Background: an optimization exercise with open tools, aiming at small area, a short achievable clock period and few clock cycles per item. Do not read the settings as production practice.
Function was checked by simulation only, so behaviour that the tests miss may differ from the original.
Power figures rest on the tool's default switching activity, not on a simulated workload.

Setup of wip/sierra:
==> flow/design.v <==
package spq_pkg;
  localparam int unsigned DEPTH      = 16;
  localparam int unsigned DATA_WIDTH = 32;
  localparam int unsigned PRIO_WIDTH = 16;
  localparam int unsigned CNT_W      = $clog2(DEPTH + 1);
  localparam int unsigned CMD_W      = 2;
  localparam int unsigned PAYLOAD_W  = 32;
  localparam int unsigned PRIO_IN_W  = 16;
  localparam int unsigned DOUT_W     = 32;
  localparam int unsigned COUNT_W    = 5;
  localparam int unsigned STATUS_W   = 2;
  localparam logic [CMD_W-1:0] CMD_INSERT = 2'd0;
  localparam logic [CMD_W-1:0] CMD_REMOVE = 2'd1;
  localparam logic [CMD_W-1:0] CMD_PEEK   = 2'd2;
  localparam logic [STATUS_W-1:0] ST_OK    = 2'd0;
  localparam logic [STATUS_W-1:0] ST_FULL  = 2'd1;
  localparam logic [STATUS_W-1:0] ST_EMPTY = 2'd2;
  typedef struct packed {
    logic        [DATA_WIDTH-1:0] payload;
    logic signed [PRIO_WIDTH-1:0] prio;
  } entry_t;
  typedef struct packed {
    logic insert;
    logic remove;
  } cell_ctrl_t;
endpackage
module spq_cell (
  input  logic                clk_i,
  input  logic                we_i,
  input  spq_pkg::entry_t     new_entry_i,
  output logic [spq_pkg::DATA_WIDTH-1:0] payload_o,
  output logic                le_o
);
  localparam int unsigned W = spq_pkg::PRIO_WIDTH;
  spq_pkg::entry_t entry_q;
  logic [W-1:0]    a, b;
  assign a = {~entry_q.prio[W-1], entry_q.prio[W-2:0]};
  assign b = {~new_entry_i.prio[W-1], new_entry_i.prio[W-2:0]};
  logic [W-1:0]   g0, p0;
  logic [W/2-1:0] g1, p1;
  logic [W/4-1:0] g2, p2;
  logic [W/8-1:0] g3, p3;
  assign g0 = b & ~a;
  assign p0 = b | ~a;
  for (genvar k = 0; k < W/2; k++) begin : g_l1
    assign g1[k] = g0[2*k+1] | (p0[2*k+1] & g0[2*k]);
    assign p1[k] = g0[2*k+1] | (p0[2*k+1] & p0[2*k]);
  end
  for (genvar k = 0; k < W/4; k++) begin : g_l2
    assign g2[k] = g1[2*k+1] | (p1[2*k+1] & g1[2*k]);
    assign p2[k] = g1[2*k+1] | (p1[2*k+1] & p1[2*k]);
  end
  for (genvar k = 0; k < W/8; k++) begin : g_l3
    assign g3[k] = g2[2*k+1] | (p2[2*k+1] & g2[2*k]);
    assign p3[k] = g2[2*k+1] | (p2[2*k+1] & p2[2*k]);
  end
  assign le_o = g3[1] | (p3[1] & p3[0]);
  always_ff @(posedge clk_i) begin
    if (we_i) entry_q <= new_entry_i;
  end
  assign payload_o = entry_q.payload;
endmodule
module sorted_priority_queue (
  input  logic                                clk_i,
  input  logic                                rst_ni,
  input  logic                                start,
  output logic                                busy,
  input  logic [spq_pkg::CMD_W-1:0]           cmd_i,
  input  logic [spq_pkg::PAYLOAD_W-1:0]       payload_i,
  input  logic signed [spq_pkg::PRIO_IN_W-1:0] priority_req_i,
  output logic                                done_o,
  output logic [spq_pkg::DOUT_W-1:0]          data_out_o,
  output logic [spq_pkg::COUNT_W-1:0]         count_o,
  output logic [spq_pkg::STATUS_W-1:0]        status_o
);
  localparam int unsigned Depth = spq_pkg::DEPTH;
  localparam int unsigned CntW  = spq_pkg::CNT_W;
  localparam int unsigned IdxW  = $clog2(Depth);
  logic                           accept;
  logic                           full, empty;
  logic                           ins1, rem1, rd1;
  spq_pkg::entry_t                new_entry;
  logic [spq_pkg::DATA_WIDTH-1:0] slot_pay [Depth];
  logic [Depth-1:0]               slot_le;
  logic [Depth-1:0]               slot_we;
  logic [CntW-1:0]                count_q, count_d;
  logic                           full_q, empty_q;
  logic [spq_pkg::STATUS_W-1:0]   status_d;
  logic                           done2_q;
  logic                           ins2_q, rem2_q, rd2_q;
  logic [Depth-1:0]               le_q;
  logic [spq_pkg::STATUS_W-1:0]   status2_q;
  logic [IdxW-1:0]                order_q [Depth];
  logic [IdxW-1:0]                order_d [Depth];
  logic [Depth-1:0]               ahead;
  logic                           done_q;
  logic [spq_pkg::DOUT_W-1:0]     data_q;
  logic [spq_pkg::STATUS_W-1:0]   status_q;
  logic [CntW-1:0]                count_out_q;
  logic                           start_q;
  logic [spq_pkg::CMD_W-1:0]      cmd_q;
  logic [spq_pkg::PAYLOAD_W-1:0]  payload_q;
  logic [spq_pkg::PRIO_IN_W-1:0]  prio_q;
  assign busy   = 1'b0;
  always_ff @(posedge clk_i or negedge rst_ni) begin
    if (!rst_ni) begin
      start_q <= 1'b0;
    end else begin
      start_q <= start && !busy;
    end
  end
  always_ff @(posedge clk_i) begin
    cmd_q     <= cmd_i;
    payload_q <= payload_i;
    prio_q    <= priority_req_i;
  end
  assign accept = start_q;
  assign full   = full_q;
  assign empty  = empty_q;
  assign new_entry.payload = spq_pkg::DATA_WIDTH'(payload_q);
  assign new_entry.prio    = spq_pkg::PRIO_WIDTH'(prio_q);
  always_comb begin
    ins1     = 1'b0;
    rem1     = 1'b0;
    rd1      = 1'b0;
    count_d  = count_q;
    status_d = spq_pkg::ST_OK;
    if (accept) begin
      unique case (cmd_q)
        spq_pkg::CMD_INSERT: begin
          if (full) begin
            status_d = spq_pkg::ST_FULL;
          end else begin
            ins1    = 1'b1;
            count_d = count_q + 1'b1;
          end
        end
        spq_pkg::CMD_REMOVE, spq_pkg::CMD_PEEK: begin
          if (empty) begin
            status_d = spq_pkg::ST_EMPTY;
          end else begin
            rd1 = 1'b1;
            if (cmd_q == spq_pkg::CMD_REMOVE) begin
              rem1    = 1'b1;
              count_d = count_q - 1'b1;
            end
          end
        end
        default: begin
        end
      endcase
    end
  end
  for (genvar j = 0; j < Depth; j++) begin : g_slot
    logic at_last, at_next, at_front;
    assign at_last  = (order_q[Depth-1] == IdxW'(j));
    assign at_next  = (order_q[Depth-2] == IdxW'(j));
    assign at_front = (order_q[0] == IdxW'(j));
    assign slot_we[j] = !full && ((ins2_q && at_next) || (rem2_q && at_front) ||
                                  (!ins2_q && !rem2_q && at_last));
    spq_cell u_cell (
      .clk_i       (clk_i),
      .we_i        (slot_we[j]),
      .new_entry_i (new_entry),
      .payload_o   (slot_pay[j]),
      .le_o        (slot_le[j])
    );
  end
  always_ff @(posedge clk_i or negedge rst_ni) begin
    if (!rst_ni) begin
      count_q  <= '0;
      full_q   <= 1'b0;
      empty_q  <= 1'b1;
      done2_q  <= 1'b0;
      ins2_q   <= 1'b0;
      rem2_q   <= 1'b0;
      rd2_q    <= 1'b0;
    end else begin
      count_q  <= count_d;
      full_q   <= (count_d == CntW'(Depth));
      empty_q  <= (count_d == '0);
      done2_q  <= accept;
      ins2_q   <= ins1;
      rem2_q   <= rem1;
      rd2_q    <= rd1;
    end
  end
  always_ff @(posedge clk_i) begin
    le_q      <= slot_le;
    status2_q <= status_d;
  end
  for (genvar i = 0; i < Depth; i++) begin : g_pos
    assign ahead[i] = le_q[order_q[i]] && (count_out_q > CntW'(i));
    logic prev_ahead;
    if (i == 0) begin : g_first
      assign prev_ahead = 1'b1;
    end else begin : g_rest
      assign prev_ahead = ahead[i-1];
    end
    always_comb begin
      order_d[i] = order_q[i];
      if (ins2_q) begin
        if (!ahead[i]) begin
          if (prev_ahead) begin
            order_d[i] = order_q[Depth-1];
          end else begin
            order_d[i] = order_q[(i+Depth-1) % Depth];
          end
        end
      end else if (rem2_q) begin
        order_d[i] = order_q[(i+1) % Depth];
      end
    end
    always_ff @(posedge clk_i) begin
      if (!rst_ni) begin
        order_q[i] <= IdxW'(i);
      end else begin
        order_q[i] <= order_d[i];
      end
    end
  end
  always_ff @(posedge clk_i or negedge rst_ni) begin
    if (!rst_ni) begin
      done_q <= 1'b0;
    end else begin
      done_q <= done2_q;
    end
  end
  always_ff @(posedge clk_i) begin
    data_q      <= rd2_q ? spq_pkg::DOUT_W'(slot_pay[order_q[0]]) : '0;
    status_q    <= status2_q;
    count_out_q <= count_q;
  end
  assign done_o     = done_q;
  assign data_out_o = data_q;
  assign status_o   = status_q;
  assign count_o    = spq_pkg::COUNT_W'(count_out_q);
endmodule
Settings: LEC_CHECK=0, ABC_CLOCK_PERIOD_IN_PS=2000, CAP_MARGIN=20, CORE_MARGIN=2, CORE_UTILIZATION=60, CTS_CLUSTER_DIAMETER=80, CTS_CLUSTER_SIZE=25, PLACE_DENSITY=0.7, SETUP_SLACK_MARGIN=2.7, SLEW_MARGIN=20, TNS_END_PERCENT=5; clock period 5.0 ns.
run.sh (not shown) runs the stock make flow with config.mk's settings and CLKGATE_MAP_FILE= SYNTH_SCRIPT=/design/flow/synth_recipe.tcl, a recipe that flattens the netlist after the stock synthesis.
Testbench counts of wip/sierra, summed over its fixed seeds: cycles 16,016, items 16,000.
### wip/sierra -> wip/ember
- CORE_UTILIZATION changed from 60 to 40
- PLACE_DENSITY removed (was 0.7)
==> comparison <==
wip/ember: sequential share of layout area lower than wip/sierra
NOTE post-route cell area wip/sierra->wip/ember increased slightly
Total chip power: wip/ember > wip/sierra
wip/ember reports a higher wire length on met1 than wip/sierra does.
Input changes introduced in wip/quartz (baseline for comparison: wip/ember):
- SETUP_SLACK_MARGIN: 2.7 -> 2.8
==> flow/flow/run.sh (new file) <==
#!/bin/bash
# Layout flow: the standard flow (standard synthesis unchanged), with the
# port buffers made of plain buf_4 cells instead of the delay cells that
# buffer_ports picks by default. Every input and output port still gets its
# buffer; nothing else changes.
set -uo pipefail
export BUFFER_PORTS_ARGS="-buffer_cell sky130_fd_sc_hd__buf_4"
bash standard.sh finish > standard_flow.log 2>&1
status=$?
tail -n 20 standard_flow.log
exit $status
==> flow/standard.sh (new file) <==
#!/bin/bash
# synth_recipe.tcl (not shown) runs the flow's synth.tcl, then flattens the netlist and writes it again
# the make line also repeats each setting of config.mk as NAME=value (left out here)
make -C /OpenROAD-flow-scripts/flow DESIGN_CONFIG=/design/flow/config.mk WORK_HOME=/design/flow/orfs CLKGATE_MAP_FILE= SYNTH_SCRIPT=/design/flow/synth_recipe.tcl "${@:-finish}"
removed: flow/run.sh
Findings:
- [wip/quartz] footprint of the multi-input gates rose 1.3% relative to wip/ember
- wip/quartz ends up with lower path depth of the worst reg2reg path than wip/ember does.
- Min met1 wire length across wip/ember and wip/quartz: wip/ember
- In wip/quartz the maximum cell stage delay along the critical path turned out 0.07 ns higher than in wip/ember.
- Critical setup path kind = flip-flop to primary output: wip/ember; critical setup path kind = flip-flop to flip-flop: wip/quartz

static timing again, ports no longer ideal:
No port has a modelled driver above. Below, the same layouts with a new extraction and two added sets of constraints. Step 1 sets driving cells, clkbuf_16 on the clock port and buf_2 on the other inputs (assumed; they add their load-dependent delay and slew). Step 2 moves the port delays by t, midway between the first and last clock arrival at a register: inputs arrive t later, outputs are due t later. That takes back most of the time a late clock gives input paths. a / b / c = ideal ports / drivers / drivers and shift; a / b = the first two.
run | t, ns | setup slack, ns | worst setup path after step 2 | worst register clock-pin slew, ns | cell pins on the clock port's net
wip/sierra | 0.705 | 2.476 / 2.410 / 2.250 | input to register | 0.10 / 0.10 | 1
wip/ember | 0.730 | 2.468 / 2.393 / 2.209 | input to register | 0.11 / 0.11 | 1
wip/quartz | 0.736 | 2.653 / 2.634 / 2.443 | input to register | 0.11 / 0.11 | 1
After both steps setup and hold are still met in every run listed. The setup slack of wip/ember, which loses most, moves by -0.075 ns with the drivers and by -0.259 ns with both steps.
